What follows belongs to an exercise in optimizing a design on an open flow for small area, a short achievable clock period and few clock cycles per item; a production flow would make more cautious choices. Only simulation tests tie the RTL to the original design; equivalence was not proved.

File: flow/constraint.sdc
create_clock -name core_clock -period 10.0 [get_ports {clk}]
set_input_delay 2.0000 -clock core_clock [delete_from_list [all_inputs] [get_ports {clk}]]
set_output_delay 2.0000 -clock core_clock [all_outputs]
set_load 0.01 [all_outputs]
File: flow/config.mk
export PLATFORM = sky130hd
export DESIGN_NAME = zero_order_phase_correct
export DESIGN_NICKNAME = zero_order_phase_correct
export VERILOG_FILES = /design/flow/design.v
export SDC_FILE = /design/flow/constraint.sdc
export NUM_CORES = 4
export LEC_CHECK = 0
export CAP_MARGIN = 20
export CORE_MARGIN = 2
export CORE_UTILIZATION = 40
export SLEW_MARGIN = 20
File: flow/run.sh
#!/bin/bash
# synth_recipe.tcl (not shown) runs the flow's synth.tcl, then flattens the netlist and writes it again
# the make line also repeats each setting of config.mk as NAME=value (left out here)
make -C /OpenROAD-flow-scripts/flow DESIGN_CONFIG=/design/flow/config.mk WORK_HOME=/design/flow/orfs CLKGATE_MAP_FILE= SYNTH_SCRIPT=/design/flow/synth_recipe.tcl finish
File: flow/design.v
`default_nettype none
package zopc_pkg;
	localparam int PHASE_POINTS_DEF = 30;
	localparam int SMP_W = 18;
	localparam int SUM_W = 24;
	localparam int ANG_W = 16;
	localparam int XY_W = 27;
	localparam int Z_W = 18;
	localparam int ITERS = 15;
	localparam int IT_W = 4;
	localparam int PROD_W = XY_W + 17;
	localparam logic [15:0] INV_GAIN = 16'd39797;
	typedef struct packed {
		logic take;
		logic vec_load;
		logic step;
		logic rd;
		logic rot_load;
		logic mul;
		logic emit;
	} zopc_cmd_t;
	typedef struct packed {
		logic phase_ready;
		logic go_vec;
		logic sum_zero;
		logic iter_last;
		logic out_free;
		logic more;
	} zopc_stat_t;
endpackage
`default_nettype wire
`default_nettype none
import zopc_pkg::*;
module zopc_ctrl (
	input wire logic clk,
	input wire logic arst_n,
	input wire logic sample_valid,
	output logic sample_ready,
	input zopc_pkg::zopc_stat_t stat,
	output zopc_pkg::zopc_cmd_t cmd
);
	typedef enum logic [7:0] {
		ST_IDLE = 8'b0000_0001,
		ST_VEC_LOAD = 8'b0000_0010,
		ST_VEC_RUN = 8'b0000_0100,
		ST_RD = 8'b0000_1000,
		ST_ROT_LOAD = 8'b0001_0000,
		ST_ROT_RUN = 8'b0010_0000,
		ST_MUL = 8'b0100_0000,
		ST_EMIT = 8'b1000_0000
	} state_t;
	state_t state_q, state_d;
	always_ff @(posedge clk or negedge arst_n) begin
		if (!arst_n) state_q <= ST_IDLE;
		else state_q <= state_d;
	end
	always_comb begin
		cmd = '0;
		state_d = state_q;
		sample_ready = 1'b0;
		case (state_q)
			ST_IDLE: begin
				sample_ready = 1'b1;
				if (sample_valid) begin
					cmd.take = 1'b1;
					if (stat.phase_ready) state_d = ST_ROT_LOAD;
					else if (stat.go_vec) state_d = ST_VEC_LOAD;
				end
			end
			ST_VEC_LOAD: begin
				cmd.vec_load = 1'b1;
				state_d = stat.sum_zero ? ST_RD : ST_VEC_RUN;
			end
			ST_VEC_RUN: begin
				cmd.step = 1'b1;
				if (stat.iter_last) state_d = ST_RD;
			end
			ST_RD: begin
				cmd.rd = 1'b1;
				state_d = ST_ROT_LOAD;
			end
			ST_ROT_LOAD: begin
				cmd.rot_load = 1'b1;
				state_d = ST_ROT_RUN;
			end
			ST_ROT_RUN: begin
				cmd.step = 1'b1;
				if (stat.iter_last) state_d = ST_MUL;
			end
			ST_MUL: begin
				cmd.mul = 1'b1;
				state_d = ST_EMIT;
			end
			ST_EMIT: begin
				if (stat.out_free) begin
					cmd.emit = 1'b1;
					state_d = stat.more ? ST_RD : ST_IDLE;
				end
			end
			default: state_d = ST_IDLE;
		endcase
	end
endmodule
`default_nettype wire
`default_nettype none
import zopc_pkg::*;
module zopc_dp #(
	parameter int PHASE_POINTS = PHASE_POINTS_DEF
) (
	input wire logic clk,
	input wire logic arst_n,
	input wire logic signed [SMP_W-1:0] sample_real,
	input wire logic signed [SMP_W-1:0] sample_imag,
	input wire logic last_sample,
	output logic signed [SMP_W-1:0] rotated_real,
	output logic signed [SMP_W-1:0] rotated_imag,
	output logic last_out,
	output logic result_valid,
	input wire logic result_ready,
	input zopc_pkg::zopc_cmd_t cmd,
	output zopc_pkg::zopc_stat_t stat
);
	localparam int CNT_W = $clog2(PHASE_POINTS + 1);
	localparam int AW = (PHASE_POINTS > 1) ? $clog2(PHASE_POINTS) : 1;
	localparam logic [CNT_W:0] PP = (CNT_W + 1)'(PHASE_POINTS);
	localparam logic signed [SUM_W-1:0] SUM_MAX = {1'b0, {(SUM_W-1){1'b1}}};
	localparam logic signed [SUM_W-1:0] SUM_MIN = {1'b1, {(SUM_W-1){1'b0}}};
	localparam logic signed [Z_W-1:0] QTR = 18'sd16384;
	localparam logic signed [Z_W-1:0] HALF = 18'sd32768;
	localparam logic signed [PROD_W-1:0] RND = 44'sd524288;
	localparam logic signed [SUM_W:0] SUM_HI_X = 25'sd8388607;
	localparam logic signed [SUM_W:0] SUM_LO_X = -25'sd8388608;
	localparam logic signed [PROD_W-1:0] OUT_HI = 44'sd131071;
	localparam logic signed [PROD_W-1:0] OUT_LO = -44'sd131072;
	logic signed [SMP_W-1:0] mem_re [PHASE_POINTS];
	logic signed [SMP_W-1:0] mem_im [PHASE_POINTS];
	logic signed [SMP_W-1:0] rd_re_q, rd_im_q, smp_re_q, smp_im_q;
	logic signed [SUM_W-1:0] real_sum_q, imag_sum_q;
	logic [CNT_W-1:0] cnt_q;
	logic [AW-1:0] rd_q;
	logic [ANG_W-1:0] phase_q;
	logic phase_ready_q, last_q, flush_q, vec_q;
	logic signed [XY_W-1:0] x_q, y_q;
	logic signed [Z_W-1:0] z_q;
	logic [IT_W-1:0] iter_q;
	logic signed [PROD_W-1:0] px_q, py_q;
	logic signed [SMP_W-1:0] out_re_q, out_im_q;
	logic out_last_q, out_valid_q;
	function automatic logic [Z_W-1:0] atan_lut(input logic [IT_W-1:0] i);
		case (i)
			4'd0: atan_lut = 18'd8192;
			4'd1: atan_lut = 18'd4836;
			4'd2: atan_lut = 18'd2555;
			4'd3: atan_lut = 18'd1297;
			4'd4: atan_lut = 18'd651;
			4'd5: atan_lut = 18'd326;
			4'd6: atan_lut = 18'd163;
			4'd7: atan_lut = 18'd81;
			4'd8: atan_lut = 18'd41;
			4'd9: atan_lut = 18'd20;
			4'd10: atan_lut = 18'd10;
			4'd11: atan_lut = 18'd5;
			4'd12: atan_lut = 18'd3;
			4'd13: atan_lut = 18'd1;
			4'd14: atan_lut = 18'd1;
			default: atan_lut = '0;
		endcase
	endfunction
	function automatic logic signed [SUM_W-1:0] sat_add(
		input logic signed [SUM_W-1:0] a, input logic signed [SMP_W-1:0] b);
		logic signed [SUM_W:0] s;
		s = {a[SUM_W-1], a} + {{(SUM_W+1-SMP_W){b[SMP_W-1]}}, b};
		if (s > SUM_HI_X) sat_add = SUM_MAX;
		else if (s < SUM_LO_X) sat_add = SUM_MIN;
		else sat_add = s[SUM_W-1:0];
	endfunction
	function automatic logic signed [SMP_W-1:0] finish(input logic signed [PROD_W-1:0] p);
		logic signed [PROD_W-1:0] r;
		r = (p + RND) >>> 20;
		if (r > OUT_HI) finish = 18'sh1FFFF;
		else if (r < OUT_LO) finish = 18'sh20000;
		else finish = r[SMP_W-1:0];
	endfunction
	logic cw, more;
	logic signed [XY_W-1:0] xs, ys, vx0, vy0, rx0, ry0;
	logic signed [Z_W-1:0] at, rz0;
	logic signed [SMP_W-1:0] src_re, src_im;
	logic [ANG_W-1:0] nph;
	assign cw = vec_q ? (y_q > 0) : z_q[Z_W-1];
	assign xs = x_q >>> iter_q;
	assign ys = y_q >>> iter_q;
	assign at = atan_lut(iter_q);
	assign more = flush_q && ({1'b0, rd_q} + (AW+1)'(1) < (AW+1)'(cnt_q));
	always_comb begin
		vx0 = {{(XY_W-SUM_W){real_sum_q[SUM_W-1]}}, real_sum_q};
		vy0 = {{(XY_W-SUM_W){imag_sum_q[SUM_W-1]}}, imag_sum_q};
		if (real_sum_q < 0) begin
			vx0 = -vx0;
			vy0 = -vy0;
		end
		src_re = flush_q ? rd_re_q : smp_re_q;
		src_im = flush_q ? rd_im_q : smp_im_q;
		rx0 = {{(XY_W-SMP_W-4){src_re[SMP_W-1]}}, src_re, 4'b0000};
		ry0 = {{(XY_W-SMP_W-4){src_im[SMP_W-1]}}, src_im, 4'b0000};
		nph = -phase_q;
		rz0 = {{(Z_W-ANG_W){nph[ANG_W-1]}}, nph};
		if (rz0 > QTR) begin
			rx0 = -rx0;
			ry0 = -ry0;
			rz0 = rz0 - HALF;
		end else if (rz0 < -QTR) begin
			rx0 = -rx0;
			ry0 = -ry0;
			rz0 = rz0 + HALF;
		end
	end
	always_ff @(posedge clk) begin
		if (cmd.take && !phase_ready_q) begin
			mem_re[cnt_q[AW-1:0]] <= sample_real;
			mem_im[cnt_q[AW-1:0]] <= sample_imag;
		end
		if (cmd.rd) begin
			rd_re_q <= mem_re[rd_q];
			rd_im_q <= mem_im[rd_q];
		end
		if (cmd.take) begin
			smp_re_q <= sample_real;
			smp_im_q <= sample_imag;
		end
		if (cmd.vec_load) begin
			x_q <= vx0;
			y_q <= vy0;
			z_q <= (real_sum_q < 0) ? HALF : '0;
		end else if (cmd.rot_load) begin
			x_q <= rx0;
			y_q <= ry0;
			z_q <= rz0;
		end else if (cmd.step) begin
			if (cw) begin
				x_q <= x_q + ys;
				y_q <= y_q - xs;
				z_q <= z_q + at;
			end else begin
				x_q <= x_q - ys;
				y_q <= y_q + xs;
				z_q <= z_q - at;
			end
		end
		if (cmd.mul) begin
			px_q <= x_q * $signed({1'b0, INV_GAIN});
			py_q <= y_q * $signed({1'b0, INV_GAIN});
		end
		if (cmd.emit) begin
			out_re_q <= finish(px_q);
			out_im_q <= finish(py_q);
			out_last_q <= last_q && !more;
		end
	end
	always_ff @(posedge clk or negedge arst_n) begin
		if (!arst_n) begin
			real_sum_q <= '0;
			imag_sum_q <= '0;
			cnt_q <= '0;
			rd_q <= '0;
			phase_q <= '0;
			phase_ready_q <= 1'b0;
			last_q <= 1'b0;
			flush_q <= 1'b0;
			vec_q <= 1'b0;
			iter_q <= '0;
			out_valid_q <= 1'b0;
		end else begin
			if (cmd.take) begin
				last_q <= last_sample;
				if (!phase_ready_q) begin
					cnt_q <= cnt_q + CNT_W'(1);
					real_sum_q <= sat_add(real_sum_q, sample_real);
					imag_sum_q <= sat_add(imag_sum_q, sample_imag);
				end
			end
			if (cmd.vec_load) begin
				vec_q <= 1'b1;
				flush_q <= 1'b1;
				rd_q <= '0;
				if (real_sum_q == 0 && imag_sum_q == 0) phase_q <= '0;
			end
			if (cmd.rot_load) vec_q <= 1'b0;
			if (cmd.vec_load || cmd.rot_load) iter_q <= '0;
			else if (cmd.step) begin
				iter_q <= iter_q + IT_W'(1);
				if (vec_q && iter_q == IT_W'(ITERS - 1))
					phase_q <= cw ? ANG_W'(z_q + at) : ANG_W'(z_q - at);
			end
			if (cmd.emit) begin
				out_valid_q <= 1'b1;
				if (more) rd_q <= rd_q + AW'(1);
				else begin
					flush_q <= 1'b0;
					if (flush_q) phase_ready_q <= 1'b1;
					if (last_q) begin
						real_sum_q <= '0;
						imag_sum_q <= '0;
						cnt_q <= '0;
						phase_ready_q <= 1'b0;
					end
				end
			end else if (result_ready) out_valid_q <= 1'b0;
		end
	end
	assign stat.phase_ready = phase_ready_q;
	assign stat.go_vec = ((CNT_W+1)'(cnt_q) + (CNT_W+1)'(1) >= PP) || last_sample;
	assign stat.sum_zero = (real_sum_q == 0) && (imag_sum_q == 0);
	assign stat.iter_last = (iter_q == IT_W'(ITERS - 1));
	assign stat.out_free = !out_valid_q || result_ready;
	assign stat.more = more;
	assign rotated_real = out_re_q;
	assign rotated_imag = out_im_q;
	assign last_out = out_last_q;
	assign result_valid = out_valid_q;
endmodule
`default_nettype wire
`default_nettype none
import zopc_pkg::*;
module zero_order_phase_correct #(
	parameter int PHASE_POINTS = PHASE_POINTS_DEF
) (
	input wire logic clk,
	input wire logic arst_n,
	input wire logic sample_valid,
	output logic sample_ready,
	input wire logic signed [SMP_W-1:0] sample_real,
	input wire logic signed [SMP_W-1:0] sample_imag,
	input wire logic last_sample,
	output logic result_valid,
	input wire logic result_ready,
	output logic signed [SMP_W-1:0] rotated_real,
	output logic signed [SMP_W-1:0] rotated_imag,
	output logic last_out
);
	zopc_pkg::zopc_cmd_t cmd;
	zopc_pkg::zopc_stat_t stat;
	zopc_ctrl u_ctrl (
		.clk(clk),
		.arst_n(arst_n),
		.sample_valid(sample_valid),
		.sample_ready(sample_ready),
		.stat(stat),
		.cmd(cmd)
	);
	zopc_dp #(.PHASE_POINTS(PHASE_POINTS)) u_dp (
		.clk(clk),
		.arst_n(arst_n),
		.sample_real(sample_real),
		.sample_imag(sample_imag),
		.last_sample(last_sample),
		.rotated_real(rotated_real),
		.rotated_imag(rotated_imag),
		.last_out(last_out),
		.result_valid(result_valid),
		.result_ready(result_ready),
		.cmd(cmd),
		.stat(stat)
	);
endmodule
`default_nettype wire
==> notes.md <==
layout make-up:
type                       count  area [sq um]  share of cell area (%)
clock buffer                 185          3860                    4.09
inverter                     662          2480                    2.63
timing repair buffer         192          1660                    1.75
clock inverter                85          1020                    1.08
multi-input combinational   3921         40300                    42.6
sequential                  1402         41700                    44.1
antenna                        3          7.51                 0.00794
tap                         2821          3530                    3.73
worst min path at each step:
stage / from / to / slack (ns) / cells after the start
CTS: u_dp.last_q / u_dp.last_q / 0.56 / 1
global placement: u_dp.last_q / u_dp.last_q / 0.55 / 1
detailed placement: u_dp.last_q / u_dp.last_q / 0.55 / 1
floorplan: u_dp.last_q / u_dp.last_q / 0.51 / 1
global route: u_dp.last_q / u_dp.last_q / 0.58 / 1
finish: u_dp.last_q / u_dp.last_q / 0.57 / 1
placed cells by master (no fill, tap or decap), types with 41 or more instances in the layout:
master and count:
clkbuf_16 149, nor3_1 75, xnor2_1 206, nand2_1 226
clkdlybuf4s50_1 73, nor2b_1 58, xor2_1 191, ha_1 598
dfrtp_1 80, mux2_2 100, buf_4 110, mux2i_1 87
a21oi_1 321, o21ai_0 259, nand3_1 90, a211oi_1 41
inv_1 658, a21o_1 76, fa_1 367, edfxtp_1 1311
nor2_1 244, mux4_2 368
kinds of logic after synthesis:
| logic type | after synthesis | synth area share [%] |
|---|---|---|
| AOI/OAI and AO/OA | 999 | 7.24 |
| xor gates and xnor gates | 398 | 4.10 |
| adders and majority gates | 995 | 17.8 |
| buffers and inverters | 877 | 4.06 |
| DFF | 1402 | 48.9 |
| muxes | 565 | 12.4 |
| and+or+nand+nor | 964 | 5.54 |
routing by layer:
layer,global-route usage [%],routed length [microns]
met1,26.9,93200
met2,34.1,106000
met3,2.51,11400
met4,5.85,6160
met5,0,0
registers in the layout, indices dropped and copies added, names as in the netlist, 24 cells and up:
| name | flops |
|---|---|
| u_dp.mem_re | 540 |
| u_dp.imag_sum_q | 24 |
| u_dp.mem_im | 540 |
| u_dp.real_sum_q | 24 |
| u_dp.py_q | 25 |
| u_dp.px_q | 25 |
| u_dp.y_q | 27 |
| u_dp.x_q | 27 |
==> results.json <==
{
  "outcome": "complete, no violations",
  "synthesis.area_sq_um": 85100,
  "overflow": 0,
  "die_y_microns": 465,
  "dieArea_sq_um": 217000,
  "crit_path_start_kind": "register",
  "antenna_found_initial": 7,
  "syn_area_per_cell_sq_um": 13.7,
  "grt_max_degree": 119,
  "vias_per_cell": 5.53,
  "cts_buffers": 148,
  "critPathArrivalTime_ns": 7.67,
  "yosysTopAreaCell": "edfxtp_1",
  "yosysSeqAreaShare_pct": 48.9,
  "h-tree-depth": 4,
  "r2r_end": "u_dp.py_q[41]",
  "timing.rr.start": "u_dp.y_q[8]",
  "drc": 0,
  "cp_slowest_stage_delay_ns": 0.72,
  "final_max_slew_viol_count": 0,
  "layoutNonFillerInstCount": 9271,
  "cts.path.max_buffers": 3,
  "finalCritPeriodShare_pct": 70.9,
  "setup_viol": 0,
  "synth_most_common_cell": "edfxtp_1",
  "drive_gt1_share_pct": 14.0,
  "clk_latency_ns": 0.84,
  "fin_area_sq_um": 94600,
  "hold-worst-slack_ns": 0.567,
  "max_freq_ghz": 0.141,
  "cp.depth": 23,
  "clkTransAtPathRegs_ns": 0.06,
  "rsz0062_at_grt": "no",
  "cpMostUsedCell": "inv_1",
  "placed_cells": 8998,
  "worst_pin_slew_ns": 1.12,
  "finalClockSkew_ns": 0.0740,
  "cp.required_ns": 10.58,
  "wire_per_inst_microns": 23.4,
  "ys_types": 103,
  "syn_nets": 7206,
  "synthTopCellsByCount": "1311 x edfxtp_1, 659 x inv_1, 598 x ha_1",
  "path_max_fanout": 13,
  "synth-edff-count": 1311,
  "critical_path.slowest_cell": "a311oi_1",
  "final_nets": 7333,
  "vias": 51238,
  "end_kind": "register",
  "setup.worst_path.end": "u_dp.py_q[41]",
  "ys_ff_latch": 1402,
  "cts_hold_buffers": 0,
  "cts_tree": "done",
  "post_cts_buffers": 0,
  "slew-limit-headroom_pct": 25.4,
  "syn2layout_area_growth_pct": 11.1,
  "cts-root-buf": "clkbuf_16",
  "fin_crit_ns": 7.09,
  "start_util_pct": 40.2,
  "dp_hpwl_mm": 140,
  "synth.top_cell.area_share_pct": 46.2,
  "crit_chain": "inv_1 -> ha_1 -> xor2_1 -> ha_1 -> inv_1 -> fa_1 -> inv_1 -> fa_1 -> fa_1 -> inv_1 -> fa_1 -> inv_1 -> ha_1 -> nand4_1 -> a2111oi_0 -> o31ai_1 -> a311oi_1 -> o211ai_1 -> a211oi_1 -> a2111oi_0 -> o21bai_1 -> a21oi_1 -> xnor2_1",
  "place_area_sq_um": 89700,
  "synth.area.top_cells": "edfxtp_1 46%, mux4_2 9.7%, ha_1 8.8%",
  "clkSinkCount": 1402,
  "grt_pass1_vias": 52863,
  "startpoint": "u_dp.y_q[8]",
  "placeableCoreArea_sq_um": 212000,
  "maxCapViolations": 0,
  "crit_type": "register to register",
  "dr.pass1.iters": 6,
  "path_buf_inv": 5,
  "rows": 169,
  "dieWidth_microns": 465,
  "holdCritPathClass": "register to register",
  "reg2regPathDepth": 23,
  "setup_ws_ns": 2.91,
  "fillers": 19015,
  "finalSetupTns_ns": 0,
  "ctsResizeCount": 0,
  "io-pin-count": 80,
  "syn_inst": 6200,
  "synthFlopType": "edfxtp_1",
  "crit_family": "adder cells",
  "final_hold_viol_count": 0,
  "async_reset_ff_share_pct": 6.49,
  "fin_util_pct": 44.6,
  "drtIter0Drc": 4508,
  "post-place-ws_ns": 2.60,
  "io_buffers": 79,
  "postRouteWirelength_mm": 217,
  "gp_congestion": 0.895,
  "worst-r2r-setup-slack_ns": 2.91,
  "ys.warnings.count": 2,
  "ant_nets": 0,
  "grt_pass1_wl_mm": 330,
  "track_usage_pct": 20.0
}
Testbench counts, summed over its fixed seeds: cycles 245,181, items 12,447.

re-timing with driven ports:
No port has a modelled driver above. Below, the same layout with a new extraction and two added sets of constraints.
Step 1 (the two cells are an assumption about what drives the block):
set clk [get_ports {clk}]
set_driving_cell -lib_cell sky130_fd_sc_hd__clkbuf_16 $clk
set_driving_cell -lib_cell sky130_fd_sc_hd__buf_2 [delete_from_list [all_inputs] $clk]
Step 2 adds t to the input delays and takes it off the output delays; t is the mean of the earliest and latest rising clock arrival at the registers after step 1. Input paths then give back, and output paths get back, about the clock's delay inside the block.
Slacks: ideal ports / drivers / drivers and shift; pairs: ideal ports / drivers.
t (ns): 0.877
slack for setup (ns): 2.907 / 2.907 / 2.907
hold slack, ns: 0.567 / 0.567 / 0.567
worst setup path at the end: register to register
clock arrival spread, ns: 0.074 / 0.074
After both steps setup and hold are still met in this run. For this run, drivers alone change the setup slack by 0.000 ns; drivers and shift together by 0.000 ns.
